Background: an optimization exercise with open tools, aiming at small area and a short achievable clock period. Do not read the settings as production practice.
Only simulation tests tie the RTL to the original design; equivalence was not proved.
Power figures rest on the tool's default switching activity, not on a simulated workload.

==> design/flow/design.v <==
package bp_pkg;
  localparam int unsigned BP_DW      = 32;
  localparam int unsigned BP_ENTRIES = 16;
  localparam int unsigned BP_CTR_W   = 2;
  localparam int unsigned BP_IDX     = $clog2(BP_ENTRIES);
  typedef logic [BP_CTR_W-1:0] ctr_t;
  typedef struct packed {
    logic                      valid;
    logic [BP_DW-BP_IDX-3:0]   tag;
    logic [BP_DW-1:0]          target;
    ctr_t                      ctr;
  } btb_entry_t;
  function automatic logic [31:0] ctr_weak_t(input int unsigned w);
    ctr_weak_t = 32'd1 << (w - 1);
  endfunction
  function automatic logic [31:0] ctr_weak_nt(input int unsigned w);
    ctr_weak_nt = (32'd1 << (w - 1)) - 32'd1;
  endfunction
endpackage
module bp_sat_ctr #(
  parameter int unsigned W = 2
) (
  input  logic [W-1:0] ctr_i,
  input  logic         inc_i,
  input  logic         force_max_i,
  output logic [W-1:0] ctr_o
);
  localparam logic [W-1:0] MAX = '1;
  always_comb begin
    ctr_o = ctr_i;
    if (force_max_i)
      ctr_o = MAX;
    else if (inc_i) begin
      if (ctr_i != MAX) ctr_o = ctr_i + W'(1);
    end else if (ctr_i != '0)
      ctr_o = ctr_i - W'(1);
  end
endmodule
module branch_predictor #(
  parameter int unsigned DATA_WIDTH = bp_pkg::BP_DW,
  parameter int unsigned ENTRIES    = bp_pkg::BP_ENTRIES,
  parameter int unsigned CTR_WIDTH  = bp_pkg::BP_CTR_W
) (
  input  logic                  clk,
  input  logic                  rst,
  input  logic [DATA_WIDTH-1:0] PCF,
  output logic                  PredTakenF,
  output logic [DATA_WIDTH-1:0] PredTargetF,
  input  logic                  UpdateE,
  input  logic                  JumpE,
  input  logic [DATA_WIDTH-1:0] PCE,
  input  logic                  TakenE,
  input  logic [DATA_WIDTH-1:0] TargetE,
  input  logic                  PredTakenE,
  input  logic [DATA_WIDTH-1:0] PredTargetE,
  output logic                  MispredictE,
  output logic [DATA_WIDTH-1:0] RedirectPCE,
  output logic [31:0]           BranchCnt,
  output logic [31:0]           MissCnt
);
  localparam int unsigned IDX_BITS = $clog2(ENTRIES);
  localparam int unsigned TAG_BITS = DATA_WIDTH - IDX_BITS - 2;
  typedef logic [CTR_WIDTH-1:0] lctr_t;
  localparam lctr_t WEAK_T = lctr_t'(bp_pkg::ctr_weak_t(CTR_WIDTH));
  logic [ENTRIES-1:0]    valid_q;
  logic [ENTRIES-1:0][TAG_BITS-1:0]   tag_q;
  logic [ENTRIES-1:0][DATA_WIDTH-1:0] tgt_q;
  logic [ENTRIES-1:0][CTR_WIDTH-1:0]  ctr_q;
  logic [IDX_BITS-1:0]   idx_f;
  logic [TAG_BITS-1:0]   tag_f;
  logic [ENTRIES-1:0]    dec_f;
  logic [ENTRIES-1:0]    match_f;
  logic                  hit_f;
  logic                  taken_f;
  logic [DATA_WIDTH-1:0] tgt_f;
  assign idx_f = PCF[IDX_BITS+1:2];
  assign tag_f = PCF[DATA_WIDTH-1:IDX_BITS+2];
  always_comb begin
    hit_f   = 1'b0;
    taken_f = 1'b0;
    tgt_f   = '0;
    for (int i = 0; i < int'(ENTRIES); i++) begin
      dec_f[i]   = (idx_f == IDX_BITS'(i));
      match_f[i] = valid_q[i] && (tag_q[i] == tag_f);
      hit_f      = hit_f | (dec_f[i] & match_f[i]);
      taken_f    = taken_f | (dec_f[i] & ctr_q[i][CTR_WIDTH-1]);
      tgt_f      = tgt_f | ({DATA_WIDTH{dec_f[i]}} & tgt_q[i]);
    end
  end
  assign PredTakenF  = hit_f & taken_f;
  assign PredTargetF = {DATA_WIDTH{hit_f}} & tgt_f;
  logic [IDX_BITS-1:0] idx_e;
  logic [TAG_BITS-1:0] tag_e;
  lctr_t               ctr_e;
  logic                hit_e;
  lctr_t               ctr_nxt;
  lctr_t               ctr_d;
  logic                wr_e;
  logic                wr_ctr;
  assign idx_e = PCE[IDX_BITS+1:2];
  assign tag_e = PCE[DATA_WIDTH-1:IDX_BITS+2];
  assign ctr_e = ctr_q[idx_e];
  assign hit_e = valid_q[idx_e] && (tag_q[idx_e] == tag_e);
  bp_sat_ctr #(.W(CTR_WIDTH)) u_sat_ctr (
    .ctr_i       (ctr_e),
    .inc_i       (TakenE),
    .force_max_i (JumpE),
    .ctr_o       (ctr_nxt)
  );
  assign wr_e   = UpdateE & TakenE;
  assign wr_ctr = UpdateE & (TakenE | hit_e);
  assign ctr_d  = hit_e ? ctr_nxt : (JumpE ? '1 : WEAK_T);
  assign MispredictE = UpdateE &
                       ((TakenE != PredTakenE) |
                        (TakenE & PredTakenE & (TargetE != PredTargetE)));
  logic [DATA_WIDTH-1:0] pce_inc;
  always_comb begin
    pce_inc[1:0] = PCE[1:0];
    for (int k = 2; k < int'(DATA_WIDTH); k++)
      pce_inc[k] = PCE[k] ^ (&(PCE[DATA_WIDTH-1:2] | ((DATA_WIDTH-2)'('1) << (k - 2))));
  end
  assign RedirectPCE = TakenE ? TargetE : pce_inc;
  for (genvar i = 0; i < int'(ENTRIES); i++) begin : g_ent
    logic sel;
    assign sel = (idx_e == IDX_BITS'(i));
    always_ff @(posedge clk) begin
      if (rst)             valid_q[i] <= 1'b0;
      else if (wr_e & sel) valid_q[i] <= 1'b1;
    end
    logic we_tt, we_c;
    assign we_tt = wr_e & sel;
    assign we_c  = wr_ctr & sel;
    bp_hold_reg #(.W(TAG_BITS + DATA_WIDTH)) u_tt (
      .clk  (clk),
      .we   (we_tt),
      .we_n (~we_tt),
      .d    ({tag_e, TargetE}),
      .q    ({tag_q[i], tgt_q[i]})
    );
    bp_hold_reg #(.W(CTR_WIDTH)) u_ctr (
      .clk  (clk),
      .we   (we_c),
      .we_n (~we_c),
      .d    (ctr_d),
      .q    (ctr_q[i])
    );
  end
  logic [31:0] branch_cnt_q;
  logic [31:0] miss_cnt_q;
  always_ff @(posedge clk) begin
    if (rst) begin
      branch_cnt_q <= '0;
      miss_cnt_q   <= '0;
    end else begin
      if (UpdateE && branch_cnt_q != '1)   branch_cnt_q <= branch_cnt_q + 32'd1;
      if (MispredictE && miss_cnt_q != '1) miss_cnt_q   <= miss_cnt_q + 32'd1;
    end
  end
  assign BranchCnt = branch_cnt_q;
  assign MissCnt   = miss_cnt_q;
  logic unused_pc_lsb;
  assign unused_pc_lsb = ^{PCF[1:0], PCE[1:0]};
endmodule
module bp_hold_reg #(
  parameter int unsigned W = 1
) (
  input  logic         clk,
  input  logic         we,
  input  logic         we_n,
  input  logic [W-1:0] d,
  output logic [W-1:0] q
);
  always_ff @(posedge clk) q <= ({W{we}} & d) | ({W{we_n}} & q);
endmodule
==> design/flow/flow/run.sh <==
#!/bin/bash
# The standard layout, with two changes to how the resizer may work:
# - the input and output ports are buffered with plain buffers (buf_2)
#   rather than the delay-cell buffers buffer_ports picks by default, so
#   repair_timing can size them;
# - sizing may swap a cell for one with a different footprint.
# make's full output goes to make.log; ORFS keeps each step's log under orfs/logs.
set -euo pipefail
bash standard.sh "BUFFER_PORTS_ARGS=-buffer_cell sky130_fd_sc_hd__buf_2" MATCH_CELL_FOOTPRINT=0 finish > make.log 2>&1
==> design/flow/standard.sh <==
#!/bin/bash
# synth_recipe.tcl (not shown) runs the flow's synth.tcl, then flattens the netlist and writes it again
# the make line also repeats each setting of config.mk as NAME=value (left out here)
make -C /OpenROAD-flow-scripts/flow DESIGN_CONFIG=/design/flow/config.mk WORK_HOME=/design/flow/orfs CLKGATE_MAP_FILE= SYNTH_SCRIPT=/design/flow/synth_recipe.tcl "${@:-finish}"
==> design/flow/config.mk <==
export PLATFORM = sky130hd
export DESIGN_NAME = branch_predictor
export DESIGN_NICKNAME = branch_predictor
export VERILOG_FILES = /design/flow/design.v
export SDC_FILE = /design/flow/constraint.sdc
export NUM_CORES = 4
export LEC_CHECK = 0
export CAP_MARGIN = 20
export CORE_MARGIN = 2
export CORE_UTILIZATION = 60
export CTS_CLUSTER_DIAMETER = 80
export CTS_CLUSTER_SIZE = 30
export SETUP_SLACK_MARGIN = 3
export SLEW_MARGIN = 20
export SYNTH_HIERARCHICAL = 1
export TNS_END_PERCENT = 0
==> design/flow/constraint.sdc <==
create_clock -name core_clock -period 7.0 [get_ports {clk}]
set_input_delay 1.4000 -clock core_clock [delete_from_list [all_inputs] [get_ports {clk}]]
set_output_delay 1.4000 -clock core_clock [all_outputs]
set_load 0.01 [all_outputs]
==> notes.md, run 1 <==
fmax=181.9 MHz; yosys warns=10; first-pass GRT wire length=279100 um; Area after DPL=48200 um2; WL/cell=36.76 um; worst-path cell chain=buf_12, buf_12, mux4_2, a2111oi_0, a31o_2, a41o_1, nand4_1, o31a_1, or3_1, a22o_1; post-synth cell types=72; Cells after DPL=5326; Synth top area share=0.4469; chip height=282.7 um; Clk pwr share=0.250; Hold WC Path Type=flop to flop; nets=4504; DRT Pass-1 Iters=7; clk root buf=clkbuf_16; post-cts hold buffer count=0; sequential share of power=0.542; Tot Pwr=0.01459 W; Post-DRT Antenna Nets=0; crit path kind=input port to flop; leakage=21.12 nW; worst-path fanout max=100; WP buf/inv=2; CTS tree=done; Avg Inst Size Synth=10.85 um2; sequential element share of the synthesized area=0.4469; Area contributors post-synth=dfxtp_1 45%, a22o_1 20%, xor2_1 5.4%; Tot GR Track Use=0.4851; FILL cells=6241; Max Slew Vio Count=0; Worst path max stage delay=0.98 ns; synthesis-stage register bit count=1040; crit share post-route=0.7852; mapped cell area=46590 um2; Pwr Density=286.8 nW/um2; critical path's slowest cell=a2111oi_0; internal power=0.009914 W; Inserted Clock Buffers=49; gr ovfl total=0; Final Non-Filler Cells=5433; maximum vdd drop=0.0002565 V; Synth Net Count=4438; Sw Share=0.3207; Final setup viols=0; most common cell after layout, fill and taps aside=a22o_1; initial antenna violation count=10; Startpoint Class=input port; footprint of the multi-input gates=24090 um2; Placer Congestion=1.100; number of flops mapped to enable cells by yosys=0; outcome=finished clean; via count of the first global-routing pass=37.60k; final WL=199700 um; switching pwr=0.004680 W; Port Buffers=261; share of cells above drive strength 1=0.1621; htree depth=2; DR vias/cell=7.603; CP Capture Type=flop; CTS Sinks=1040; Worst path top cell family by delay=compound AO/OA/AOI/OAI gates; Mapped Cells=4293; Post-synth top flop=dfxtp_1; unrepaired setup endpoints after global routing=yes; Die ar.=79900 um2; core area=77210 um2; IO Count=264; worst-margin pin slew=1.191 ns; area delta synth->final=9.225%; detailed placement HPWL=124100 um; worst endpoint required time=7.56 ns; area leader, netlist=dfxtp_1; worst skew pair latency=0.68 ns; combinational power share=0.207; crit path time final=5.496 ns; die width=282.7 um; starting density of the core=0.6034; cell mode on critical path=buf_12; via count=41.31k; Worst-path clk slew=0.11 ns; CP Data Arrival Time=6.06 ns; final instance area=50890 um2; Async SR Flop Fraction=0; clock buffer depth=3; pin count of the biggest net entering global routing=101; # Max-Cap Violations=0; register area=20820 um2; Remaining DRCs=0; drt first-iter violations=7047; Util after Layout=0.6591; setup TNS=0 ns; Final Skew=0.02767 ns; # rows=102; commonest non-fill, non-tap cells in the layout=1060 x a22o_1, 1040 x dfxtp_1, 277 x xor2_1; Rel. slew slack=0.2057; Hold Vio Cnt, Final=0
metrics by stage:
| stage | setup slack [ns] | hold WS, ns |
|---|---|---|
| floorplan | 2.385 | 0.4339 |
| global placement | 1.099 | 0.4479 |
| detailed placement | 1.108 | 0.4491 |
| CTS | 1.792 | 0.4770 |
| global route | 1.569 | 0.4912 |
| finish | 1.504 | 0.4795 |
synth_stat cells (40+ instances only):
master	instances
a22o_1	1060
dfxtp_1	1040
xor2_1	286
xnor2_1	241
clkbuf_1	134
nor2_1	116
buf_2	115
nand4_1	114
a22oi_1	108
mux2i_1	103
nor4_1	99
nand2_1	95
a221oi_1	92
mux4_2	80
buf_6	75
inv_1	56
o21ai_0	52
buf_4	43
and3_1	42
nand3_1	42
nor3_1	40
worst paths after layout:
check	start	to	slack, ns	cells past startpoint
min	g_ent[9].u_tt.q[23]$_DFF_P_	g_ent[9].u_tt.q[23]$_DFF_P_	0.48	1
max	PCE[3]	g_ent[6].u_ctr.q[0]$_DFF_P_	1.50	10
max reg2reg	g_ent[4].u_tt.q[57]$_DFF_P_	g_ent[6].u_ctr.q[0]$_DFF_P_	2.56	9
min reg2reg	g_ent[9].u_tt.q[23]$_DFF_P_	g_ent[9].u_tt.q[23]$_DFF_P_	0.48	1
state kept, by name, indices dropped and copies added, names as in the netlist:
name	flops
miss_cnt_q	32
branch_cnt_q	32
valid_q	16
g_ent.u_tt.q	928
g_ent.u_ctr.q	32
power groups by stage:
stage | combinational, W | sequential, W | clock [W]
global route | 0.00314 | 0.00799 | 0.00382
detailed placement | 0.00279 | 0.00795 | 0
floorplan | 0.00191 | 0.00771 | 0
CTS | 0.00287 | 0.00784 | 0.00362
global placement | 0.00274 | 0.00793 | 0
finish | 0.00303 | 0.00791 | 0.00365
cell type report:
type | count | area share
diodes | 1 | 0.00004917
clock buffers | 57 | 0.02567
clock inverters | 27 | 0.006565
inverters | 57 | 0.004229
multi-input cells | 2811 | 0.4735
flip-flops and latches | 1040 | 0.4091
well taps | 1040 | 0.02557
repair buffers | 400 | 0.05532
logic make-up after synthesis:
kind of cell               count (synthesis)  synth area share
and+or+nand+nor                          630           0.07243
xor gates and xnor gates                 527           0.09907
buffers and inverters                    442           0.05484
AOI/OAI and AO/OA                       1444            0.2592
adders and majority gates                 11          0.002954
DFF                                     1040            0.4469
muxes                                    199           0.06467
metal layers:
layer	vias to the layer above	share of wire	global-route usage
li1	16630	-	-
met4	20	0.058	0.2301
met2	3613	0.39	0.6557
met3	660	0.17	0.2078
met5	-	0.0012	0
met1	20380	0.38	0.6607
timing repair:
item / in CTS / in global routing
resized for setup: 176 / 8
endpoints found under the setup margin: 333 / 313
cloned: 2 / 0
pin swaps: 48 / 6
setup buffers: 14 / 6
==> inputs of run 2 (changes only) <==
--- a/design/flow/config.mk
+++ b/design/flow/config.mk
@@ -11,3 +11,4 @@
 export CTS_CLUSTER_DIAMETER = 80
-export CTS_CLUSTER_SIZE = 30
+export CTS_CLUSTER_SIZE = 28
+export PLACE_DENSITY = 0.7
 export SETUP_SLACK_MARGIN = 3
==> notes.md, run 2 <==
commonest non-fill, non-tap cells in the layout=1060 x a22o_1, 1040 x dfxtp_1, 263 x xor2_1; most common cell in the netlist=a22o_1; multiplexer share of the synthesized area=0.06467; gr ovfl total=0; crit path time final=5.473 ns; Tot GR Track Use=0.4777; mapped cell area=46590 um2; yosys warns=10; Area after DPL=48280 um2; Post-DRT Antenna Nets=0; Area contributors post-synth=dfxtp_1 45%, a22o_1 20%, xor2_1 5.4%; area leader, netlist=dfxtp_1; leakage=21.33 nW; post-synthesis simple-gate area fraction=0.07243; Synth Net Count=4438; post-synth cell types=72; drt first-iter violations=6990; first-pass GRT wire length=275300 um; # Max-Cap Violations=0; Largest register FFs=928; crit path kind=input port to primary output; area delta synth->final=10.09%; Final setup viols=0; # rows=102; largest reg by FF count=g_ent.u_tt.q; Synth Area in Compound Gates=0.2592; Hold Vio Cnt, Final=0; DRT Pass-1 Iters=6; Avg Inst Size Synth=10.85 um2; initial antenna violation count=12; clock buffer depth=3; crit share post-route=0.7819; Tot Pwr=0.01446 W; CTS tree=done; Met2 Routed Length=77430 um; die width=282.7 um; Placer Congestion=1.095; IO Count=264; Final Skew=0.03545 ns; starting density of the core=0.6034; Remaining DRCs=0; Max Slew Vio Count=0; synthesis-stage register bit count=1040; Synth Area in Adders=0.002954; final instance area=51290 um2; setup TNS=0 ns; DR vias/cell=7.597; largest family of logic cells by synthesized area=compound AO/OA/AOI/OAI gates; Async SR Flop Fraction=0; Startpoint Class=input port; WL/cell=36.14 um; final WL=196800 um; share of cells above drive strength 1=0.1649; CTS Sinks=1040; CP Capture Type=primary output; outcome=finished clean; unrepaired setup endpoints after global routing=yes; fmax=182.7 MHz; Port Buffers=261; Pwr Density=282.0 nW/um2; Hold WC Path Type=flop to flop; worst-path cell chain=buf_6, buf_12, xor2_1, nor4_1, nand4_1, nand4_1, nor4_4, buf_8, buf_12, a31oi_1, buf_2; worst-path fanout max=11; worst skew pair latency=0.67 ns; post-synthesis xor/xnor area fraction=0.09907; most common cell after layout, fill and taps aside=a22o_1; via count of the first global-routing pass=37.57k; met1 WL=74280 um; Worst-path clk slew=0.10 ns; Mapped Cells=4293; Synth top area share=0.4469; Inserted Clock Buffers=47; CP Data Arrival Time=4.07 ns; htree depth=2; top post-synthesis cells by count=1060 x a22o_1, 1040 x dfxtp_1, 286 x xor2_1; Worst path max stage delay=0.93 ns; maximum vdd drop=0.0002241 V; Post-synth top flop=dfxtp_1; clk root buf=clkbuf_16; sequential element share of the synthesized area=0.4469; worst-margin pin slew=1.298 ns; Die ar.=79900 um2; highest routed layer=met5; worst endpoint required time=5.60 ns; via count=41.37k; critical path's slowest cell=nor4_1; nets=4522; Util after Layout=0.6643; pin count of the biggest net entering global routing=82; met3 WL post-DR=32920 um; chip height=282.7 um; Rel. slew slack=0.1332; core area=77210 um2; number of flops mapped to enable cells by yosys=0; detailed placement HPWL=121200 um
## run 2: changes by cell type in the layout (fill, tap and decap cells not counted), moves of 11 or more
| cell | before | now |
|---|---|---|
| nor4_2 | 24 | 10 |
| xor2_1 | 277 | 263 |
| a31oi_2 | 12 | 1 |
| a31oi_1 | 16 | 29 |
| xor2_2 | 8 | 20 |
## run 2: final timing paths
path / start / end / slack (ns) / cells past startpoint
worst min-delay path: g_ent[3].u_tt.q[5]$_DFF_P_ / g_ent[3].u_tt.q[5]$_DFF_P_ / 0.48 / 1
worst max register to register: g_ent[7].u_tt.q[35]$_DFF_P_ / g_ent[12].u_ctr.q[0]$_DFF_P_ / 3.12 / 11
worst min register to register: g_ent[3].u_tt.q[5]$_DFF_P_ / g_ent[3].u_tt.q[5]$_DFF_P_ / 0.48 / 1
worst max-delay path: PCF[26] / PredTargetF[0] / 1.53 / 11
## run 2: repair_timing
action	CTS	global route
endpoints found under the hold margin	0	0
hold buffers	0	0
gates cloned	0	0
resized for setup	218	25
setup buffers	30	3
endpoints found under the setup margin	365	487
pin swaps	46	8
## run 2: kinds of logic (layout without fill, tap and decap cells)
family | Yosys count | after routing
mux | 199 | 199
simple gates | 630 | 630
fa+ha+maj | 11 | 11
other cells | 0 | 3
buf+inv | 442 | 551
xor+xnor | 527 | 527
flops | 1040 | 1040
compound gates | 1444 | 1444
## run 2: area by class of cell
type                            count  area [um2]
Fill cell                        6070       25920
Multi-Input combinational cell   2811       24260
Sequential cell                  1040       20820
Timing Repair Buffer              420        3174
Tap cell                         1040        1301
Clock buffer                       55        1287
Clock inverter                     19       230.2
Inverter                           57       214.0
Antenna cell                        3       7.507
## run 2: metrics by stage
stage          hold slack (ns)  setup WS [ns]  std cells
3_3_place_gp            0.4496         0.8617       5334
5_1_grt                 0.4896          1.654       5442
4_1_cts                 0.4797          1.787       5438
3_5_place_dp            0.4524         0.8508       5334
2_1_floorplan           0.4339          2.385       4293
6_report                0.4814          1.527       5445
## run 2: critical path, delay by kind of cell
kind | cells | cell delay [ns]
AOI/OAI and AO/OA | 1 | 0.21
and+or+nand+nor | 4 | 1.46
xor gates and xnor gates | 1 | 0.15
buffers and inverters | 5 | 0.81
## run 2: per-layer routing
layer  vias up  global-route usage
met5         -                   0
met4        12              0.2423
met3       731              0.2096
met2      3697              0.6432
met1     20290              0.6437
li1      16630                   -
## run 2: power breakdown
part | switching [W] | internal [W] | total, W
clock network | 0.00209 | 0.00144 | 0.00353
registers | 0.000935 | 0.00701 | 0.00794
logic | 0.00152 | 0.00147 | 0.00299
==> inputs of run 3 (changes only) <==
--- a/design/flow/config.mk
+++ b/design/flow/config.mk
@@ -7,3 +7,3 @@
 export LEC_CHECK = 0
-export CAP_MARGIN = 20
+export CAP_MARGIN = 40
 export CORE_MARGIN = 2
@@ -14,3 +14,3 @@
 export SETUP_SLACK_MARGIN = 3
-export SLEW_MARGIN = 20
+export SLEW_MARGIN = 40
 export SYNTH_HIERARCHICAL = 1
==> notes.md, run 3 <==
outcome=finished clean; r2r setup slk=3.22 ns; top post-synthesis cells by count=1060 x a22o_1, 1040 x dfxtp_1, 286 x xor2_1; Final setup viols=0; Final Skew=0.03041 ns; htree depth=2; nets=4501; most common cell after layout, fill and taps aside=a22o_1; Area contributors post-synth=dfxtp_1 45%, a22o_1 20%, xor2_1 5.4%; Post-synth top flop=dfxtp_1; worst-margin pin slew=1.004 ns; CP Capture Type=primary output; Inserted Clock Buffers=48; Placer Congestion=1.095; Clk pwr share=0.248; Hold Path End=g_ent[14].u_ctr.q[0]$_DFF_P_; Die ar.=79900 um2; fmax=180.8 MHz; Remaining DRCs=0; synthesis-stage register bit count=1040; core area=77210 um2; hold depth=1; Port Buffers=261; combinational power share=0.203; switching pwr=0.004558 W; Mapped Cells=4293; DR vias/cell=7.593; Tot Pwr=0.01447 W; post-synth cell types=72; reg2reg end=g_ent[10].u_ctr.q[0]$_DFF_P_; CTS tree=done; via count=41.21k; crit path launch=PCF[22]; worst endpoint required time=5.60 ns; sequential share of power=0.549; R2R cell count=11; met1 Use GR=0.6407; drt first-iter violations=6656; first-pass GRT wire length=274400 um; worst skew pair latency=0.68 ns; CP Data Arrival Time=4.13 ns; area leader, netlist=dfxtp_1; Synth top area share=0.4469; post-cts hold buffer count=0; Hold WC Path Type=flop to flop; Synth Net Count=4438; crit path kind=input port to primary output; detailed placement HPWL=121900 um; sequential element share of the synthesized area=0.4469; most common cell in the netlist=a22o_1; worst-path fanout max=16; Worst-path clk slew=0.10 ns; worst r2r src=g_ent[7].u_tt.q[35]$_DFF_P_; Pwr Density=285.7 nW/um2; busiest layer in global routing=met2; met3 Use GR=0.2072; IO Count=264; number of flops mapped to enable cells by yosys=0; Startpoint Class=input port; yosys warns=10; setup TNS=0 ns; Post-DRT Antenna Nets=0; unrepaired setup endpoints after global routing=yes; die width=282.7 um; pin count of the biggest net entering global routing=82; Avg Inst Size Synth=10.85 um2; clk root buf=clkbuf_16; final WL=196300 um; maximum vdd drop=0.0001774 V; worst-path cell chain=buf_4, xor2_1, nor4_2, nand4_1, nand4_1, nor4_4, buf_12, a31oi_2, buf_4, buf_2; Tot GR Track Use=0.4760; largest reg by FF count=g_ent.u_tt.q; CTS Sinks=1040; leakage=21.09 nW; Async SR Flop Fraction=0; clock buffer depth=3; # Max-Cap Violations=0; Largest register FFs=928; starting density of the core=0.6034; Sw Share=0.3150; GRT met2 Usage=0.6437; Worst path max stage delay=0.64 ns; commonest non-fill, non-tap cells in the layout=1060 x a22o_1, 1040 x dfxtp_1, 281 x xor2_1; DRT Pass-1 Iters=6; via count of the first global-routing pass=37.27k; share of cells above drive strength 1=0.1558; initial antenna violation count=13; chip height=282.7 um; critical path's slowest cell=nor4_4; Rel. slew slack=0.3243; mapped cell area=46590 um2; internal power=0.009912 W; area delta synth->final=8.709%; crit path time final=5.531 ns; Max Slew Vio Count=0; gr ovfl total=0; worst hold start=g_ent[14].u_ctr.q[0]$_DFF_P_; Util after Layout=0.6560; Hold Vio Cnt, Final=0; # rows=102; WL/cell=36.17 um; crit share post-route=0.7902
## run 3: cell types whose count changed in the layout (fill, tap and decap cells not counted), moves of 5 or more
cell,before,now
a31oi_2,1,6
buf_12,28,17
buf_2,224,230
buf_4,129,119
buf_8,14,4
xor2_2,20,5
xnor2_1,224,231
clkbuf_4,0,5
xnor2_2,14,9
xor2_1,263,281
## run 3: through the flow
| stage | hold slack [ns] | instance area [um2] | instances | setup slack [ns] |
|---|---|---|---|---|
| floorplan | 0.4339 | 46730 | 4293 | 2.385 |
| global placement | 0.4496 | 48280 | 5334 | 0.8617 |
| detailed placement | 0.4528 | 48350 | 5335 | 0.8613 |
| CTS | 0.4804 | 50530 | 5422 | 1.744 |
| global route | 0.4888 | 50640 | 5424 | 1.549 |
| finish | 0.4798 | 50650 | 5427 | 1.469 |
## run 3: power groups by stage
stage / combinational, W / sequential [W] / clock (W)
2_1_floorplan: 0.00191 / 0.00771 / 0
3_3_place_gp: 0.00268 / 0.00795 / 0
3_5_place_dp: 0.00273 / 0.00797 / 0
4_1_cts: 0.00279 / 0.00786 / 0.00356
5_1_grt: 0.00304 / 0.00800 / 0.00377
6_report: 0.00293 / 0.00794 / 0.00359
## run 3: cell type report
| class | instances | area (um2) |
|---|---|---|
| Fill cell | 6253 | 26560 |
| Multi-Input combinational cell | 2811 | 23980 |
| Sequential cell | 1040 | 20820 |
| Timing Repair Buffer | 398 | 2741 |
| Clock buffer | 56 | 1314 |
| Tap cell | 1040 | 1301 |
| Clock inverter | 22 | 267.8 |
| Inverter | 57 | 219.0 |
| Antenna cell | 3 | 7.507 |
## run 3: logic make-up after synthesis
kind of cell               share of synthesized area
AOI/OAI and AO/OA                             0.2592
xor gates and xnor gates                     0.09907
adders and majority gates                   0.002954
buffers and inverters                        0.05484
DFF                                           0.4469
muxes                                        0.06467
and+or+nand+nor                              0.07243
## run 3: worst max-delay path by stage
stage / endpoint / cells after the start
floorplan: PredTargetF[25] / 11
global placement: PredTargetF[9] / 11
detailed placement: PredTargetF[14] / 12
CTS: PredTargetF[9] / 13
global route: PredTargetF[25] / 10
finish: PredTargetF[9] / 10
## run 3: worst max-delay path, delay by kind of cell
kind | cells | cell delay (ns)
AO/OA/AOI/OAI | 1 | 0.06
AND/OR/NAND/NOR | 4 | 1.30
XOR/XNOR | 1 | 0.38
buffers and inverters | 4 | 0.96
## run 3: repair_timing
item	4_1_cts	5_1_grt
setup endpoints to repair	266	358
endpoints found under the hold margin	0	0
pin swaps	41	9
buffers inserted	9	2
resized for setup	129	17
## run 3: layer usage
layer	wire length, um	share of wire
met5	170	0.00087
met4	11940	0.061
met3	33110	0.17
met2	77510	0.39
met1	73560	0.37
==> inputs of run 4 (changes only) <==
--- a/design/flow/config.mk
+++ b/design/flow/config.mk
@@ -7,3 +7,3 @@
 export LEC_CHECK = 0
-export CAP_MARGIN = 40
+export CAP_MARGIN = 20
 export CORE_MARGIN = 2
@@ -13,5 +13,5 @@
 export PLACE_DENSITY = 0.7
-export SETUP_SLACK_MARGIN = 3
-export SLEW_MARGIN = 40
+export SETUP_SLACK_MARGIN = 2.5
+export SLEW_MARGIN = 20
 export SYNTH_HIERARCHICAL = 1
-export TNS_END_PERCENT = 0
+export TNS_END_PERCENT = 100
==> notes.md, run 4 <==
Cells after DPL=5327; setup TNS=0 ns; IO Count=264; Final Non-Filler Cells=5481; Final setup viols=0; clk root buf=clkbuf_16; Die ar.=79900 um2; top post-synthesis cells by count=1060 x a22o_1, 1040 x dfxtp_1, 286 x xor2_1; Synth top area share=0.4469; DR vias/cell=7.682; via count of the first global-routing pass=38.09k; Max Slew Vio Count=0; Worst-path clk slew=0.10 ns; final WL=201300 um; Remaining DRCs=0; maximum vdd drop=0.0002089 V; Synth Net Count=4438; yosys warns=10; Avg Inst Size Synth=10.85 um2; area leader, netlist=dfxtp_1; worst-margin pin slew=1.258 ns; Hold WC Path Type=flop to flop; die width=282.7 um; WP buf/inv=4; WL/cell=36.72 um; first-pass GRT wire length=278700 um; most common cell in the netlist=a22o_1; number of flops mapped to enable cells by yosys=0; Tot GR Track Use=0.4826; CTS tree=done; leakage=21.76 nW; drt first-iter violations=7862; crit path launch=PCF[3]; worst r2r src=g_ent[6].u_tt.q[57]$_DFF_P_; starting density of the core=0.6034; unrepaired setup endpoints after global routing=yes; fmax=184.9 MHz; Area contributors post-synth=dfxtp_1 45%, a22o_1 20%, xor2_1 5.4%; critical path's slowest cell=nand4_1; crit share post-route=0.7725; post-synth cell types=72; chip height=282.7 um; CTS Sinks=1040; Rel. slew slack=0.1614; Async SR Flop Fraction=0; Worst path top cell family by delay=simple AND/OR/NAND/NOR gates; nets=4552; share of cells above drive strength 1=0.1858; Worst path max stage delay=0.36 ns; initial antenna violation count=9; Pwr Density=277.3 nW/um2; gr ovfl total=0; Tot Pwr=0.01463 W; Startpoint Class=input port; commonest non-fill, non-tap cells in the layout=1060 x a22o_1, 1040 x dfxtp_1, 277 x xor2_1; Final Skew=0.01897 ns; clock buffer depth=3; CP Data Arrival Time=4.01 ns; post-cts hold buffer count=0; worst endpoint required time=5.60 ns; # rows=102; Largest register FFs=928; core area=77210 um2; Port Buffers=261; htree depth=2; detailed placement HPWL=121300 um; Hold Vio Cnt, Final=0; DRT Pass-1 Iters=9; via count=42.10k; crit path time final=5.408 ns; Placer Congestion=1.127; worst skew pair latency=0.66 ns; r2r setup slk=3.46 ns; Inserted Clock Buffers=50; synthesis-stage register bit count=1040; worst-path fanout max=7; worst-path cell chain=buf_8, nand2_8, nor3_4, nand4_1, nor4_2, nand4_1, nand4_1, nor4_4, buf_12, buf_16, a31oi_4, buf_6; sequential element share of the synthesized area=0.4469; mapped cell area=46590 um2; cell mode on critical path=nand4_1; area delta synth->final=13.28%; Post-synth top flop=dfxtp_1; # Max-Cap Violations=0; most common cell after layout, fill and taps aside=a22o_1; CP Capture Type=primary output; pin count of the biggest net entering global routing=69; worst hold start=g_ent[4].u_tt.q[31]$_DFF_P_; outcome=finished clean; Mapped Cells=4293; largest reg by FF count=g_ent.u_tt.q; crit path kind=input port to primary output; Post-DRT Antenna Nets=0
==> run 4: report_power, final <==
group	internal [W]	switching [W]
clock	0.00145	0.00215
sequential	0.00701	0.000912
combinational	0.00150	0.00161
==> run 4: worst reg2reg max path, cell delays in order, from the launching register on <==
cell and delay [ns]:
dfxtp_1 0.42, mux4_2 0.50, xnor2_1 0.14, a2111oi_1 0.56
a31o_2 0.23, a41o_1 0.29, nand4_1 0.11, buf_4 0.19
nor3_4 0.29, mux2_4 0.44, a22o_1 0.27
==> run 4: worst paths after layout <==
kind	to	depth (start not counted)
setup / recovery	PredTargetF[14]	12
hold / removal	g_ent[4].u_tt.q[31]$_DFF_P_	1
setup reg to reg	g_ent[15].u_ctr.q[0]$_DFF_P_	10
hold reg to reg	g_ent[4].u_tt.q[31]$_DFF_P_	1
==> run 4: area by class of cell <==
| cell class | count | area, um2 |
|---|---|---|
| sequential | 1040 | 20820 |
| timing repair buffer | 446 | 3887 |
| fill | 5889 | 24430 |
| tap | 1040 | 1301 |
| clock inverter | 27 | 306.5 |
| antenna | 5 | 12.51 |
| clock buffer | 54 | 1297 |
| multi-input combinational | 2812 | 24930 |
| inverter | 57 | 225.2 |
==> run 4: metal layers <==
metal	up-vias	global-route usage	part of all wire
li1	16760	-	-
met1	20570	0.6419	0.37
met2	3991	0.6641	0.40
met3	768	0.2149	0.17
met4	14	0.2291	0.060
met5	-	0	0.0010
==> run 4: repair_timing <==
action / in CTS / in global routing
setup buffers: 41 / 13
pin swaps: 76 / 28
cloned: 7 / 5
resized for setup: 312 / 87
endpoints found under the hold margin: 0 / 0
setup endpoints to repair: 94 / 86
==> run 4: stage by stage <==
stage	util	hold WS (ns)	worst slack, ns	area [um2]
floorplan	-	0.4339	2.397	47370
global placement	0.6293	0.4473	1.034	48590
detailed placement	0.6293	0.4517	1.051	48590
CTS	0.6738	0.4794	1.811	52030
global route	0.6835	0.4886	1.672	52770
finish	0.6836	0.4808	1.592	52780
==> run 4: kinds of logic after synthesis <==
logic type / synth area share
AO/OA/AOI/OAI: 0.2592
XOR/XNOR: 0.09907
AND/OR/NAND/NOR: 0.07243
adder cells (fa/ha/maj): 0.002954
multiplexers: 0.06467
flip-flops: 0.4469
buffers and inverters: 0.05484
==> inputs of run 5 (changes only) <==
--- a/design/flow/design.v
+++ b/design/flow/design.v
@@ -101,4 +101,17 @@
   assign tag_e = PCE[DATA_WIDTH-1:IDX_BITS+2];
-  assign ctr_e = ctr_q[idx_e];
-  assign hit_e = valid_q[idx_e] && (tag_q[idx_e] == tag_e);
+  logic [ENTRIES-1:0]  dec_e;
+  logic [TAG_BITS-1:0] tagr_e;
+  logic                valid_e;
+  always_comb begin
+    ctr_e   = '0;
+    tagr_e  = '0;
+    valid_e = 1'b0;
+    for (int i = 0; i < int'(ENTRIES); i++) begin
+      dec_e[i] = (idx_e == IDX_BITS'(i));
+      ctr_e    = ctr_e | ({CTR_WIDTH{dec_e[i]}} & ctr_q[i]);
+      tagr_e   = tagr_e | ({TAG_BITS{dec_e[i]}} & tag_q[i]);
+      valid_e  = valid_e | (dec_e[i] & valid_q[i]);
+    end
+  end
+  assign hit_e = valid_e && (tagr_e == tag_e);
   bp_sat_ctr #(.W(CTR_WIDTH)) u_sat_ctr (
@@ -124,3 +137,3 @@
     logic sel;
-    assign sel = (idx_e == IDX_BITS'(i));
+    assign sel = dec_e[i];
     always_ff @(posedge clk) begin
--- a/design/flow/config.mk
+++ b/design/flow/config.mk
@@ -11,5 +11,4 @@
 export CTS_CLUSTER_DIAMETER = 80
-export CTS_CLUSTER_SIZE = 28
-export PLACE_DENSITY = 0.7
-export SETUP_SLACK_MARGIN = 2.5
+export CTS_CLUSTER_SIZE = 25
+export SETUP_SLACK_MARGIN = 2
 export SLEW_MARGIN = 20
==> notes.md, run 5 <==
most common cell after layout, fill and taps aside=a22o_1; Post-Place Setup Slack=0.8027 ns; Hold Vio Cnt, Final=0; crit path kind=input port to primary output; synthesis-stage register bit count=1040; switching pwr=0.004687 W; Clk pwr share=0.242; Port Buffers=261; Max Slew Vio Count=0; Final setup viols=0; yosys warns=10; area leader, netlist=dfxtp_1; most common cell in the netlist=a22o_1; chip height=279.8 um; DRT Pass-1 Iters=8; worst-path fanout max=15; core area=75570 um2; DR vias/cell=7.934; post-synth cell types=70; WL/cell=39.06 um; crit share post-route=0.7952; Inserted Clock Buffers=50; Tot GR Track Use=0.5151; post-cts hold buffer count=0; Area contributors post-synth=dfxtp_1 46%, a22o_1 20%, xor2_1 6.6%; internal power=0.009772 W; Pwr Density=283.0 nW/um2; leakage=20.83 nW; CP Data Arrival Time=4.17 ns; first-pass GRT wire length=290100 um; CTS tree=done; crit path launch=PCF[9]; via count of the first global-routing pass=38.24k; maximum vdd drop=0.0002250 V; sequential share of power=0.549; number of flops mapped to enable cells by yosys=0; clk root buf=clkbuf_16; combinational power share=0.209; Largest register FFs=928; setup TNS=0 ns; largest reg by FF count=g_ent.u_tt.q; Async SR Flop Fraction=0; pin count of the biggest net entering global routing=105; Rel. slew slack=0.1072; starting density of the core=0.6039; Mapped Cells=4348; Synth Net Count=4493; detailed placement HPWL=128100 um; Startpoint Class=input port; outcome=finished clean; Sw Share=0.3242; die width=279.8 um; Final Skew=0.03244 ns; # rows=101; nets=4602; Synth top area share=0.4562; worst hold start=valid_q[9]$_SDFFE_PP0P_; Remaining DRCs=0; crit path time final=5.566 ns; htree depth=2; final WL=213600 um; Die ar.=78290 um2; Final Worst Setup Slack=1.434 ns; Hold WC Path Type=flop to flop; Post-DRT Antenna Nets=0; initial antenna violation count=15; Post-synth top flop=dfxtp_1; worst r2r src=g_ent[8].u_tt.q[55]$_DFF_P_; worst endpoint required time=5.60 ns; Avg Inst Size Synth=10.50 um2; area delta synth->final=11.95%; # Max-Cap Violations=0; Placer Congestion=1.090; IO Count=264; sequential element share of the synthesized area=0.4562; mapped cell area=45640 um2; fmax=179.7 MHz; clock buffer depth=3; commonest non-fill, non-tap cells in the layout=1060 x a22o_1, 1040 x dfxtp_1, 325 x xor2_1; CP Capture Type=primary output; top post-synthesis cells by count=1060 x a22o_1, 1040 x dfxtp_1, 345 x xor2_1; worst-margin pin slew=1.339 ns; gr ovfl total=0; Worst-path clk slew=0.10 ns; worst skew pair latency=0.69 ns; drt first-iter violations=9467; unrepaired setup endpoints after global routing=yes; Util after Layout=0.6761; CTS Sinks=1040; WHS=0.4734 ns; share of cells above drive strength 1=0.1676; via count=43.38k
[run 5: kinds of logic (layout without fill, tap and decap cells)]
| kind of cell | after synthesis | after routing | share of synthesized area |
|---|---|---|---|
| AOI/OAI and AO/OA | 1600 | 1600 | 0.2921 |
| xor gates and xnor gates | 545 | 545 | 0.1046 |
| adders and majority gates | 11 | 11 | 0.003016 |
| buffers and inverters | 440 | 567 | 0.05511 |
| DFF | 1040 | 1040 | 0.4562 |
| muxes | 51 | 51 | 0.01217 |
| other | 0 | 14 | 0 |
| and+or+nand+nor | 661 | 661 | 0.07685 |
[run 5: worst max-delay path, cell delays in order]
cell	delay [ns]
buf_2	0.15
buf_4	0.29
xnor2_1	0.18
nand4_1	0.38
nor4_2	0.44
nand4_1	0.25
nand4_1	0.24
nor4_4	0.08
buf_6	0.15
clkbuf_16	0.20
a31oi_4	0.24
buf_6	0.15
[run 5: path summary, 6_finish.rpt]
| kind | endpoint | slack, ns | cells after the start |
|---|---|---|---|
| min | valid_q[9]$_SDFFE_PP0P_ | 0.47 | 2 |
| max reg2reg | g_ent[8].u_ctr.q[1]$_DFF_P_ | 3.01 | 11 |
| max | PredTargetF[4] | 1.43 | 12 |
| min reg2reg | valid_q[9]$_SDFFE_PP0P_ | 0.47 | 2 |
[run 5: power by group through the flow]
stage	Sequential (W)	Combinational [W]	Clock [W]
finish	0.00793	0.00302	0.00350
global route	0.00800	0.00308	0.00365
CTS	0.00784	0.00274	0.00345
detailed placement	0.00795	0.00264	0
global placement	0.00794	0.00259	0
floorplan	0.00772	0.00172	0
[run 5: layout make-up]
| class | instances | area, um2 |
|---|---|---|
| sequential | 1040 | 20820 |
| multi-input combinational | 2868 | 23860 |
| antenna | 14 | 35.03 |
| tap | 978 | 1224 |
| fill | 5995 | 24480 |
| timing repair buffer | 458 | 3507 |
| clock buffer | 56 | 1325 |
| inverter | 39 | 167.7 |
| clock inverter | 14 | 152.6 |
[run 5: through the flow]
stage / instances / total power, W / instance area [um2]
after CTS: 5428 / 0.01403 / 50070
after floorplan: 4348 / 0.009435 / 45660
final: 5467 / 0.01446 / 51090
after global placement: 5333 / 0.01054 / 47350
after global routing: 5458 / 0.01473 / 51070
after detailed placement: 5334 / 0.01059 / 47370
[run 5: what timing repair did]
action | in CTS | in global routing
resized for setup | 207 | 138
setup buffers | 22 | 23
pin swaps | 47 | 37
cloned | 2 | 2
setup endpoints to repair | 86 | 77
[run 5: metal layers]
metal  up-vias  routed length (um)  global-route usage
li1      16950                   -                   -
met1     21220               79260              0.6851
met2      4362               81200              0.6740
met3       831               39680              0.2701
met4        12               12970              0.2476
met5         -                 448             0.01689
==> inputs of run 6 (changes only) <==
--- a/design/flow/config.mk
+++ b/design/flow/config.mk
@@ -11,6 +11,7 @@
 export CTS_CLUSTER_DIAMETER = 80
-export CTS_CLUSTER_SIZE = 25
-export SETUP_SLACK_MARGIN = 2
+export CTS_CLUSTER_SIZE = 28
+export PLACE_DENSITY = 0.7
+export SETUP_SLACK_MARGIN = 3
 export SLEW_MARGIN = 20
 export SYNTH_HIERARCHICAL = 1
-export TNS_END_PERCENT = 100
+export TNS_END_PERCENT = 0
==> notes.md, run 6 <==
Port Buffers=261; final WL=215800 um; WL/cell=39.49 um; Mapped Cells=4348; area delta synth->final=10.39%; Synth top area share=0.4562; clock buffer depth=3; largest reg by FF count=g_ent.u_tt.q; Worst-path clk slew=0.11 ns; Final setup viols=0; sequential share of power=0.538; post-cts hold buffer count=0; Tot GR Track Use=0.5277; FILL cells=6083; footprint of the multi-input gates=23320 um2; synthesis-stage register bit count=1040; Post-DRT Antenna Nets=0; Placer Congestion=1.168; Post-synth top flop=dfxtp_1; Hold WC Path Type=flop to flop; nets=4582; combinational power share=0.205; worst skew pair latency=0.69 ns; sequential element share of the synthesized area=0.4562; Inserted Clock Buffers=49; Pwr Density=293.0 nW/um2; Sw Share=0.3252; starting density of the core=0.6039; Tot Pwr=0.01476 W; register area=20820 um2; worst-margin pin slew=1.282 ns; gr ovfl total=0; mapped cell area=45640 um2; unrepaired setup endpoints after global routing=yes; crit share post-route=0.7945; chip height=279.8 um; Avg Inst Size Synth=10.50 um2; crit path time final=5.561 ns; outcome=finished clean; share of cells above drive strength 1=0.1533; core area=75570 um2; Final Skew=0.05070 ns; critical path's slowest cell=a222oi_1; cell mode on critical path=buf_4; Clk pwr share=0.256; CTS tree=done; Startpoint Class=input port; Max Slew Vio Count=0; clk root buf=clkbuf_16; worst endpoint required time=7.55 ns; Worst path top cell family by delay=compound AO/OA/AOI/OAI gates; initial antenna violation count=27; worst-path cell chain=buf_8, buf_4, inv_1, ha_4, buf_12, a222oi_1, nand2_1, a211oi_1, xor2_1, nor4bb_1, nand4bb_1, nor4_2, buf_4, mux2_2, a22o_1; # rows=101; commonest non-fill, non-tap cells in the layout=1060 x a22o_1, 1040 x dfxtp_1, 337 x xor2_1; CP Capture Type=flop; drt first-iter violations=8940; CP Data Arrival Time=6.11 ns; number of flops mapped to enable cells by yosys=0; die width=279.8 um; most common cell after layout, fill and taps aside=a22o_1; Synth Net Count=4493; setup TNS=0 ns; CTS Sinks=1040; Largest register FFs=928; Rel. slew slack=0.1421; pin count of the biggest net entering global routing=105; post-synth cell types=70; leakage=20.74 nW; DRT Pass-1 Iters=10; detailed placement HPWL=133200 um; worst-path fanout max=24; WP buf/inv=5; Area contributors post-synth=dfxtp_1 46%, a22o_1 20%, xor2_1 6.6%; IO Count=264; Die ar.=78290 um2; via count of the first global-routing pass=38.83k; fmax=179.8 MHz; DR vias/cell=7.963; switching pwr=0.004801 W; most common cell in the netlist=a22o_1; Remaining DRCs=0; Async SR Flop Fraction=0; htree depth=2; maximum vdd drop=0.0003136 V; area leader, netlist=dfxtp_1; Worst path max stage delay=0.94 ns; internal power=0.009960 W; crit path kind=input port to flop; yosys warns=10; # Max-Cap Violations=0; Hold Vio Cnt, Final=0; first-pass GRT wire length=295700 um; top post-synthesis cells by count=1060 x a22o_1, 1040 x dfxtp_1, 345 x xor2_1; via count=43.51k
[run 6: changes by cell type in the layout (fill, tap and decap cells not counted), moves of 12 or more]
cell / before / now
buf_6: 47 / 21
a31oi_4: 24 / 2
buf_2: 207 / 229
a31oi_1: 14 / 32
xor2_1: 325 / 337
xor2_2: 19 / 7
[run 6: through the flow]
step	setup WS, ns	std cells	utilization	cell area [um2]	hold WS (ns)
floorplan	2.162	4348	-	45750	0.4337
global placement	0.6529	5339	0.6274	47410	0.4519
detailed placement	0.6354	5339	0.6274	47420	0.4527
CTS	1.777	5440	0.6653	50280	0.4766
global route	1.530	5447	0.6661	50330	0.4898
finish	1.439	5464	0.6666	50380	0.4818
[run 6: worst reg2reg max path: cells and delay by family (launching register included)]
family | cells | cell delay [ns]
AO/OA/AOI/OAI | 3 | 1.67
XOR/XNOR | 1 | 0.31
buffers and inverters | 1 | 0.22
flip-flops | 1 | 0.35
multiplexers | 1 | 0.50
AND/OR/NAND/NOR | 4 | 1.18
[run 6: per-layer routing]
| metal | global-route usage | wire length (um) | up-vias |
|---|---|---|---|
| met3 | 0.2656 | 39560 | 925 |
| met1 | 0.6904 | 79050 | 21140 |
| li1 | - | - | 16930 |
| met4 | 0.2729 | 14160 | 30 |
| met2 | 0.7007 | 82380 | 4488 |
| met5 | 0.04753 | 620 | - |
[run 6: power groups by stage]
stage          logic [W]  clock network, W  registers, W
5_1_grt          0.00306           0.00394       0.00801
3_3_place_gp     0.00263                 0       0.00795
2_1_floorplan    0.00172                 0       0.00772
3_5_place_dp     0.00268                 0       0.00796
6_report         0.00303           0.00379       0.00795
4_1_cts          0.00279           0.00374       0.00786
[run 6: what timing repair did]
| action | in CTS | in global routing |
|---|---|---|
| pin swaps | 53 | 3 |
| setup endpoints to repair | 537 | 580 |
| gates resized for setup | 198 | 4 |
| cloned | 1 | 0 |
| setup buffers | 23 | 1 |
[run 6: layout make-up]
class                      instances  share of cell area
antenna                           23            0.001142
sequential                      1040              0.4133
inverter                          39            0.003303
multi-input combinational       2868              0.4629
tap                              978             0.02429
clock buffer                      54             0.02595
timing repair buffer             439             0.06112
clock inverter                    23            0.007997
[run 6: cells by family after synthesis]
| kind of cell | share of synthesized area |
|---|---|
| buf+inv | 0.05511 |
| xor+xnor | 0.1046 |
| flops | 0.4562 |
| mux | 0.01217 |
| compound gates | 0.2921 |
| fa+ha+maj | 0.003016 |
| simple gates | 0.07685 |
[run 6: path summary, 6_finish.rpt]
path | end | cells after the start | start | slack [ns]
worst min-delay path | g_ent[0].u_tt.q[10]$_DFF_P_ | 1 | g_ent[0].u_tt.q[10]$_DFF_P_ | 0.48
worst max register to register | g_ent[8].u_ctr.q[0]$_DFF_P_ | 10 | g_ent[2].u_tt.q[55]$_DFF_P_ | 2.64
worst min register to register | g_ent[0].u_tt.q[10]$_DFF_P_ | 1 | g_ent[0].u_tt.q[10]$_DFF_P_ | 0.48
worst max-delay path | g_ent[8].u_ctr.q[0]$_DFF_P_ | 15 | PCE[3] | 1.44
==> inputs of run 7 (changes only) <==
--- a/design/flow/config.mk
+++ b/design/flow/config.mk
@@ -7,3 +7,3 @@
 export LEC_CHECK = 0
-export CAP_MARGIN = 20
+export CAP_MARGIN = 40
 export CORE_MARGIN = 2
@@ -14,3 +14,3 @@
 export SETUP_SLACK_MARGIN = 3
-export SLEW_MARGIN = 20
+export SLEW_MARGIN = 40
 export SYNTH_HIERARCHICAL = 1
==> notes.md, run 7 <==
FILL cells=6134; Port Buffers=261; Final Skew=0.03917 ns; Final setup viols=0; commonest non-fill, non-tap cells in the layout=1060 x a22o_1, 1040 x dfxtp_1, 297 x xor2_1; Area contributors post-synth=dfxtp_1 46%, a22o_1 20%, xor2_1 6.6%; core area=75570 um2; nets=4585; Area after DPL=47490 um2; Cells after DPL=5339; number of flops mapped to enable cells by yosys=0; Synth Area in Adders=0.003016; footprint of the multi-input gates=23440 um2; Worst path top cell family by delay=simple AND/OR/NAND/NOR gates; final instance area=50510 um2; unrepaired setup endpoints after global routing=yes; Final Worst Setup Slack=1.328 ns; top post-synthesis cells by count=1060 x a22o_1, 1040 x dfxtp_1, 345 x xor2_1; Post-DRT Antenna Nets=0; internal power=0.009816 W; Worst-path clk slew=0.10 ns; detailed placement HPWL=133200 um; R2R cell count=11; Avg Inst Size Synth=10.50 um2; worst-path cell chain=buf_12, xor2_1, nor4_2, nand4_1, nand4_1, nor4_4, buf_6, a31oi_1, buf_4, buf_6; mapped cell area=45640 um2; Remaining DRCs=0; largest reg by FF count=g_ent.u_tt.q; post-synthesis xor/xnor area fraction=0.1046; crit path time final=5.672 ns; Synth Area in Compound Gates=0.2921; initial antenna violation count=18; htree depth=2; worst-path fanout max=9; sequential element share of the synthesized area=0.4562; most common cell in the netlist=a22o_1; Tot GR Track Use=0.5290; maximum vdd drop=0.0002919 V; IO Count=264; WP buf/inv=4; Synth Net Count=4493; clock buffer depth=3; largest family of logic cells by synthesized area=compound AO/OA/AOI/OAI gates; Pwr Density=290.4 nW/um2; crit path kind=input port to primary output; Hold WC Path Type=flop to flop; Clk pwr share=0.251; leakage=20.71 nW; Inserted Clock Buffers=50; Placer Congestion=1.168; sequential share of power=0.543; first-pass GRT wire length=296600 um; CTS Sinks=1040; hold depth=1; setup TNS=0 ns; Startpoint Class=input port; post-synth cell types=70; # Max-Cap Violations=0; Sw Share=0.3307; area leader, netlist=dfxtp_1; post-synthesis simple-gate area fraction=0.07685; CTS tree=done; Worst path max stage delay=0.81 ns; chip height=279.8 um; combinational power share=0.207; via count of the first global-routing pass=38.58k; CP Capture Type=primary output; switching pwr=0.004850 W; register area=20820 um2; share of cells above drive strength 1=0.1587; pin count of the biggest net entering global routing=105; Largest register FFs=928; Rel. slew slack=0.2239; worst skew pair latency=0.70 ns; die width=279.8 um; Stages on worst setup path=10; DRT Pass-1 Iters=8; Synth top area share=0.4562; outcome=finished clean; via count=43.47k; post-cts hold buffer count=0; starting density of the core=0.6039; drt first-iter violations=9532; Util after Layout=0.6684; Post-Place Setup Slack=0.7326 ns; CP Data Arrival Time=4.27 ns; Async SR Flop Fraction=0; # rows=101; worst endpoint required time=5.60 ns; Final Non-Filler Cells=5459; DR vias/cell=7.963; fmax=176.3 MHz; Post-synth top flop=dfxtp_1; yosys warns=10; synthesis-stage register bit count=1040; worst-margin pin slew=1.154 ns; final WL=215400 um; Mapped Cells=4348; Max Slew Vio Count=0; Hold Vio Cnt, Final=0; clk root buf=clkbuf_16; most common cell after layout, fill and taps aside=a22o_1; WL/cell=39.46 um; gr ovfl total=0; crit share post-route=0.8103; Die ar.=78290 um2; area delta synth->final=10.67%; multiplexer share of the synthesized area=0.01217; critical path's slowest cell=xor2_1
## run 7: repair_timing
action | CTS | global route
cloned | 1 | 0
gates resized for setup | 229 | 3
buffers inserted | 23 | 1
pin swaps | 34 | 2
setup endpoints to repair | 427 | 473
## run 7: layout make-up
cell class | instances | area share
Clock buffer | 53 | 0.02519
Antenna cell | 13 | 0.0006441
Sequential cell | 1040 | 0.4122
Clock inverter | 27 | 0.007060
Inverter | 39 | 0.003394
Tap cell | 978 | 0.02423
Timing Repair Buffer | 441 | 0.06317
Multi-Input combinational cell | 2868 | 0.4641
## run 7: final timing paths
kind | start | endpoint | slack [ns]
min | g_ent[1].u_tt.q[30]$_DFF_P_ | g_ent[1].u_tt.q[30]$_DFF_P_ | 0.48
min reg2reg | g_ent[1].u_tt.q[30]$_DFF_P_ | g_ent[1].u_tt.q[30]$_DFF_P_ | 0.48
max reg2reg | g_ent[0].u_tt.q[35]$_DFF_P_ | g_ent[6].u_ctr.q[0]$_DFF_P_ | 2.85
max | PCF[8] | PredTargetF[4] | 1.33
## run 7: cells by family after synthesis
group	Yosys count
AO/OA/AOI/OAI	1600
flip-flops	1040
AND/OR/NAND/NOR	661
XOR/XNOR	545
buffers and inverters	440
multiplexers	51
adder cells (fa/ha/maj)	11
## run 7: power groups by stage
stage	Combinational, W	Clock, W	Sequential [W]
2_1_floorplan	0.00172	0	0.00772
3_3_place_gp	0.00263	0	0.00795
3_5_place_dp	0.00268	0	0.00797
4_1_cts	0.00279	0.00363	0.00788
5_1_grt	0.00307	0.00384	0.00802
6_report	0.00303	0.00368	0.00796
## run 7: per-layer routing
layer / global-route usage / part of all wire / vias up
li1: - / - / 16900
met1: 0.6952 / 0.36 / 21130
met2: 0.6970 / 0.38 / 4490
met3: 0.2795 / 0.19 / 932
met4: 0.2618 / 0.066 / 20
met5: 0.02314 / 0.0020 / -
## run 7: through the flow
step	hold WS [ns]	total power (W)
global placement	0.4519	0.01059
detailed placement	0.4535	0.01065
global route	0.4907	0.01492
finish	0.4809	0.01467
floorplan	0.4337	0.009440
CTS	0.4787	0.01430
==> inputs of run 8 (changes only) <==
==> design/flow/flow/run.sh (replaced) <==
#!/bin/bash
# The standard layout, with two changes to how the resizer may work:
# - the input and output ports are buffered with plain buffers (buf_1)
#   rather than the delay-cell buffers buffer_ports picks by default, so
#   repair_timing can size them;
# - sizing may swap a cell for one with a different footprint.
# make's full output goes to make.log; ORFS keeps each step's log under orfs/logs.
set -euo pipefail
bash standard.sh "BUFFER_PORTS_ARGS=-buffer_cell sky130_fd_sc_hd__buf_1" MATCH_CELL_FOOTPRINT=0 finish > make.log 2>&1
--- a/design/flow/config.mk
+++ b/design/flow/config.mk
@@ -7,3 +7,3 @@
 export LEC_CHECK = 0
-export CAP_MARGIN = 40
+export CAP_MARGIN = 20
 export CORE_MARGIN = 2
@@ -11,6 +11,5 @@
 export CTS_CLUSTER_DIAMETER = 80
-export CTS_CLUSTER_SIZE = 28
-export PLACE_DENSITY = 0.7
+export CTS_CLUSTER_SIZE = 25
 export SETUP_SLACK_MARGIN = 3
-export SLEW_MARGIN = 40
+export SLEW_MARGIN = 60
 export SYNTH_HIERARCHICAL = 1
==> notes.md, run 8 <==
outcome=finished clean; CP Capture Type=primary output; final WL=211100 um; share of cells above drive strength 1=0.1247; starting density of the core=0.6039; first-pass GRT wire length=290800 um; area leader, netlist=dfxtp_1; WP buf/inv=4; mapped cell area=45640 um2; Synth Net Count=4493; Post-Place Setup Slack=0.9942 ns; CTS tree=done; initial antenna violation count=14; clk root buf=clkbuf_16; FILL cells=6032; Startpoint Class=input port; WL/cell=38.36 um; detailed placement HPWL=134000 um; Die ar.=78290 um2; via count of the first global-routing pass=38.08k; drt first-iter violations=9212; commonest non-fill, non-tap cells in the layout=1060 x a22o_1, 1040 x dfxtp_1, 319 x xor2_1; largest reg by FF count=g_ent.u_tt.q; area delta synth->final=11.45%; post-cts hold buffer count=0; R2R cell count=10; leakage=20.25 nW; via count=42.97k; crit path launch=PCF[8]; worst skew pair latency=0.68 ns; worst-path cell chain=buf_1, xor2_1, nor4_4, nand4_1, nor4_1, buf_4, nand4_1, nand4_1, nor4_2, buf_12, a31oi_4, clkbuf_2; core area=75570 um2; Mapped Cells=4348; Area contributors post-synth=dfxtp_1 46%, a22o_1 20%, xor2_1 6.6%; WHS=0.4782 ns; Port Buffers=261; worst hold start=valid_q[4]$_SDFFE_PP0P_; Rel. slew slack=0.5172; unrepaired setup endpoints after global routing=yes; htree depth=2; Tot Pwr=0.01446 W; hold depth=2; Largest register FFs=928; worst-margin pin slew=0.7182 ns; Final Worst Setup Slack=1.258 ns; worst r2r src=g_ent[0].u_tt.q[45]$_DFF_P_; Worst path top cell family by delay=simple AND/OR/NAND/NOR gates; gr ovfl total=0; crit path time final=5.742 ns; Post-DRT Antenna Nets=0; DR vias/cell=7.808; # Max-Cap Violations=0; sequential element share of the synthesized area=0.4562; Tot GR Track Use=0.5176; pin count of the biggest net entering global routing=67; most common cell in the netlist=a22o_1; CP Data Arrival Time=4.34 ns; most common cell after layout, fill and taps aside=a22o_1; post-synth cell types=70; Pwr Density=284.4 nW/um2; clock buffer depth=3; fmax=174.2 MHz; Inserted Clock Buffers=50; Async SR Flop Fraction=0; cell mode on critical path=nand4_1; yosys warns=10; worst-path fanout max=33; r2r setup slk=3.08 ns; synthesis-stage register bit count=1040; worst endpoint required time=5.60 ns; number of flops mapped to enable cells by yosys=0; # rows=101; DRT Pass-1 Iters=12; Max Slew Vio Count=0; crit path kind=input port to primary output; top post-synthesis cells by count=1060 x a22o_1, 1040 x dfxtp_1, 345 x xor2_1; Synth top area share=0.4562; Avg Inst Size Synth=10.50 um2; Cells after DPL=5399; Worst-path clk slew=0.10 ns; Hold Path End=valid_q[4]$_SDFFE_PP0P_; die width=279.8 um; Final setup viols=0; Final Skew=0.02107 ns; setup TNS=0 ns; Placer Congestion=1.180; nets=4638; reg2reg end=g_ent[5].u_ctr.q[0]$_DFF_P_; CTS Sinks=1040; Worst path max stage delay=0.55 ns; chip height=279.8 um; critical path's slowest cell=nor4_4; Final Non-Filler Cells=5504; Hold Vio Cnt, Final=0; IO Count=264; Hold WC Path Type=flop to flop; Remaining DRCs=0; crit share post-route=0.8203; Post-synth top flop=dfxtp_1; maximum vdd drop=0.0002766 V
[run 8: changes by cell type in the layout (fill, tap and decap cells not counted), moves of 17 or more]
| cell | previous run | this run |
|---|---|---|
| a31oi_1 | 36 | 19 |
| xor2_1 | 297 | 319 |
| xor2_2 | 44 | 26 |
| buf_2 | 228 | 3 |
| buf_1 | 0 | 214 |
| clkbuf_2 | 0 | 42 |
[run 8: worst max path at each step]
stage	to	slack, ns	cells after the start
floorplan	RedirectPCE[31]	2.16	13
finish	PredTargetF[4]	1.26	12
global placement	PredTargetF[20]	0.86	12
CTS	PredTargetF[20]	1.65	12
global route	RedirectPCE[31]	1.49	12
detailed placement	PredTargetF[20]	0.99	11
[run 8: final cells by class]
| type | instances | area, um2 | area share |
|---|---|---|---|
| Multi-Input combinational cell | 2868 | 23650 | 0.4650 |
| Sequential cell | 1040 | 20820 | 0.4093 |
| Timing Repair Buffer | 494 | 3456 | 0.06794 |
| Clock buffer | 58 | 1303 | 0.02561 |
| Tap cell | 978 | 1224 | 0.02406 |
| Inverter | 39 | 195.2 | 0.003838 |
| Clock inverter | 15 | 186.4 | 0.003665 |
| Antenna cell | 12 | 30.03 | 0.0005904 |
[run 8: power by group]
group,internal (W),switching (W)
sequential,0.00701,0.000912
combinational,0.00133,0.00171
clock,0.00143,0.00207
total,0.00977,0.00469
[run 8: logic make-up (layout without fill, tap and decap cells)]
family,count (synthesis),count (layout),share of synthesized area
buffers and inverters,440,606,0.05511
muxes,51,51,0.01217
DFF,1040,1040,0.4562
adders and majority gates,11,11,0.003016
and+or+nand+nor,661,661,0.07685
xor gates and xnor gates,545,545,0.1046
other,0,12,0
AOI/OAI and AO/OA,1600,1600,0.2921
[run 8: per-layer routing]
layer  GRT usage  share of wire
met3      0.2548           0.19
met1      0.6920           0.37
met5     0.05066         0.0029
met4      0.2519          0.062
met2      0.6810           0.38
[run 8: metrics by stage]
stage / util / instance area, um2
2_1_floorplan: - / 45750
3_3_place_gp: 0.6282 / 47470
3_5_place_dp: 0.6403 / 48380
4_1_cts: 0.6664 / 50360
5_1_grt: 0.6727 / 50840
6_report: 0.6731 / 50860
[run 8: timing repair]
| action | in CTS | in global routing |
|---|---|---|
| pin swaps | 18 | 15 |
| gates resized for setup | 92 | 47 |
| setup buffers | 7 | 11 |
| setup endpoints to repair | 132 | 248 |
[run 8: worst register-to-register path: cells and delay by family, from the launching register on]
family                    cells  cell delay [ns]
AOI/OAI and AO/OA             4             1.39
and+or+nand+nor               3             1.15
muxes                         1             0.50
DFF                           1             0.35
buffers and inverters         1             0.23
xor gates and xnor gates      1             0.19
==> inputs of run 9 (changes only) <==
--- a/design/flow/design.v
+++ b/design/flow/design.v
@@ -129,7 +129,3 @@
   logic [DATA_WIDTH-1:0] pce_inc;
-  always_comb begin
-    pce_inc[1:0] = PCE[1:0];
-    for (int k = 2; k < int'(DATA_WIDTH); k++)
-      pce_inc[k] = PCE[k] ^ (&(PCE[DATA_WIDTH-1:2] | ((DATA_WIDTH-2)'('1) << (k - 2))));
-  end
+  bp_pc_inc4 #(.W(DATA_WIDTH)) u_pc_inc4 (.pc(PCE), .pc4(pce_inc));
   assign RedirectPCE = TakenE ? TargetE : pce_inc;
@@ -187 +183,13 @@
 endmodule
+module bp_pc_inc4 #(
+  parameter int unsigned W = 32
+) (
+  input  logic [W-1:0] pc,
+  output logic [W-1:0] pc4
+);
+  always_comb begin
+    pc4[1:0] = pc[1:0];
+    for (int k = 2; k < int'(W); k++)
+      pc4[k] = pc[k] ^ (&(pc[W-1:2] | ((W-2)'('1) << (k - 2))));
+  end
+endmodule
--- a/design/flow/config.mk
+++ b/design/flow/config.mk
@@ -13,3 +13,3 @@
 export SETUP_SLACK_MARGIN = 3
-export SLEW_MARGIN = 60
+export SLEW_MARGIN = 20
 export SYNTH_HIERARCHICAL = 1
==> notes.md, run 9 <==
outcome=finished clean; CP Data Arrival Time=6.18 ns; critical path's slowest cell=nor2b_1; clk root buf=clkbuf_16; DR vias/cell=7.958; Post-DRT Antenna Nets=0; Worst-path clk slew=0.09 ns; final instance area=52110 um2; leakage=20.87 nW; crit path kind=input port to flop; Final Skew=0.03484 ns; CP Capture Type=flop; worst-path fanout max=34; CTS Sinks=1040; area leader, netlist=dfxtp_1; Avg Inst Size Synth=10.45 um2; number of flops mapped to enable cells by yosys=0; htree depth=2; Hold Vio Cnt, Final=0; Synth Area in Compound Gates=0.2752; pin count of the biggest net entering global routing=60; r2r setup slk=2.71 ns; WP buf/inv=3; Remaining DRCs=0; Synth Net Count=4620; register area=20820 um2; DRT Pass-1 Iters=9; Port Buffers=261; worst-path cell chain=clkbuf_4, buf_12, nor2b_1, a22o_1, a211oi_1, and3_1, nor4_1, nand4_1, nor4_2, buf_4, mux2_4, a22o_1; Hold WC Path Type=flop to flop; Placer Congestion=1.212; nets=4801; multiplexer share of the synthesized area=0.02843; Area contributors post-synth=dfxtp_1 45%, a22o_1 20%, xor2_1 5.7%; share of cells above drive strength 1=0.1302; post-cts hold buffer count=0; Async SR Flop Fraction=0; largest reg by FF count=g_ent.u_tt.q; area delta synth->final=11.40%; Area after DPL=49490 um2; WL/cell=41.25 um; most common cell after layout, fill and taps aside=a22o_1; gr ovfl total=0; cell mode on critical path=a22o_1; Largest register FFs=928; Die ar.=80220 um2; worst skew pair latency=0.70 ns; Worst path max stage delay=0.64 ns; via count=45.62k; crit share post-route=0.8028; unrepaired setup endpoints after global routing=yes; detailed placement HPWL=147800 um; post-synth cell types=81; Rel. slew slack=0.1215; Worst path top cell family by delay=simple AND/OR/NAND/NOR gates; via count of the first global-routing pass=41.46k; footprint of the multi-input gates=24680 um2; first-pass GRT wire length=324300 um; Pwr Density=281.9 nW/um2; die width=283.2 um; Post-synth top flop=dfxtp_1; # Max-Cap Violations=0; worst endpoint required time=7.56 ns; post-synthesis xor/xnor area fraction=0.09811; Tot GR Track Use=0.5628; core area=77340 um2; Mapped Cells=4478; largest family of logic cells by synthesized area=compound AO/OA/AOI/OAI gates; drt first-iter violations=9321; # rows=102; yosys warns=11
## run 9: cell types whose count changed in the layout (fill, tap and decap cells not counted), moves of 28 or more
cell / change
buf_4: +89
mux2i_1: +47
clkbuf_2: -35
a221oi_1: -34
a222oi_1: -31
nand4_1: +28
## run 9: report_power, final
| group | switching [W] | internal [W] |
|---|---|---|
| combinational | 0.00170 | 0.00138 |
| clock | 0.00214 | 0.00144 |
| sequential | 0.00102 | 0.00701 |
| total | 0.00485 | 0.00983 |
## run 9: per-layer routing
metal	wire, um	vias up	track usage
li1	-	17600	-
met1	81000	22060	0.6846
met2	90460	4639	0.7528
met3	40380	1309	0.2737
met4	24440	18	0.4366
met5	239	-	0.01190
## run 9: final timing paths
path,start,to,depth (start not counted)
max,PCE[4],g_ent[8].u_ctr.q[0]$_DFF_P_,12
min,g_ent[5].u_tt.q[21]$_DFF_P_,g_ent[5].u_tt.q[21]$_DFF_P_,1
max reg2reg,g_ent[8].u_tt.q[56]$_DFF_P_,g_ent[8].u_ctr.q[0]$_DFF_P_,10
min reg2reg,g_ent[5].u_tt.q[21]$_DFF_P_,g_ent[5].u_tt.q[21]$_DFF_P_,1
## run 9: final cells by class
cell class | count | share of cell area
tap | 1040 | 0.02497
antenna | 16 | 0.0007683
inverter | 40 | 0.003121
clock inverter | 18 | 0.004514
multi-input combinational | 2986 | 0.4737
clock buffer | 54 | 0.02511
sequential | 1040 | 0.3995
timing repair buffer | 539 | 0.06835
## run 9: through the flow
stage | utilization | hold slack, ns | total power [W] | worst slack (ns) | cells
2_1_floorplan | - | 0.4365 | 0.009537 | 2.636 | 4478
3_3_place_gp | 0.6399 | 0.4518 | 0.01072 | 1.080 | 5613
3_5_place_dp | 0.6399 | 0.4528 | 0.01079 | 0.9956 | 5613
4_1_cts | 0.6682 | 0.4797 | 0.01427 | 1.643 | 5711
5_1_grt | 0.6734 | 0.4870 | 0.01493 | 1.554 | 5719
6_report | 0.6738 | 0.4793 | 0.01469 | 1.380 | 5733
## run 9: worst register-to-register path, stage by stage, from the launching register on
cell	delay, ns
dfxtp_1	0.36
mux2i_1	0.44
nor2_1	0.08
a2111oi_1	0.97
a31oi_1	0.18
nor4b_1	0.57
nand4_1	0.28
nor4_2	0.39
buf_4	0.20
mux2_4	0.41
a22o_1	0.28
## run 9: cell families (layout without fill, tap and decap cells)
kind of cell,Yosys count,count (layout)
muxes,125,125
and+or+nand+nor,787,787
AOI/OAI and AO/OA,1542,1542
adders and majority gates,8,8
other,0,16
buffers and inverters,452,651
DFF,1040,1040
xor gates and xnor gates,524,524
## run 9: what timing repair did
| action | 4_1_cts | 5_1_grt |
|---|---|---|
| endpoints found under the setup margin | 349 | 546 |
| pin swaps | 23 | 25 |
| cloned | 2 | 0 |
| resized for setup | 122 | 58 |
| buffers inserted | 24 | 5 |
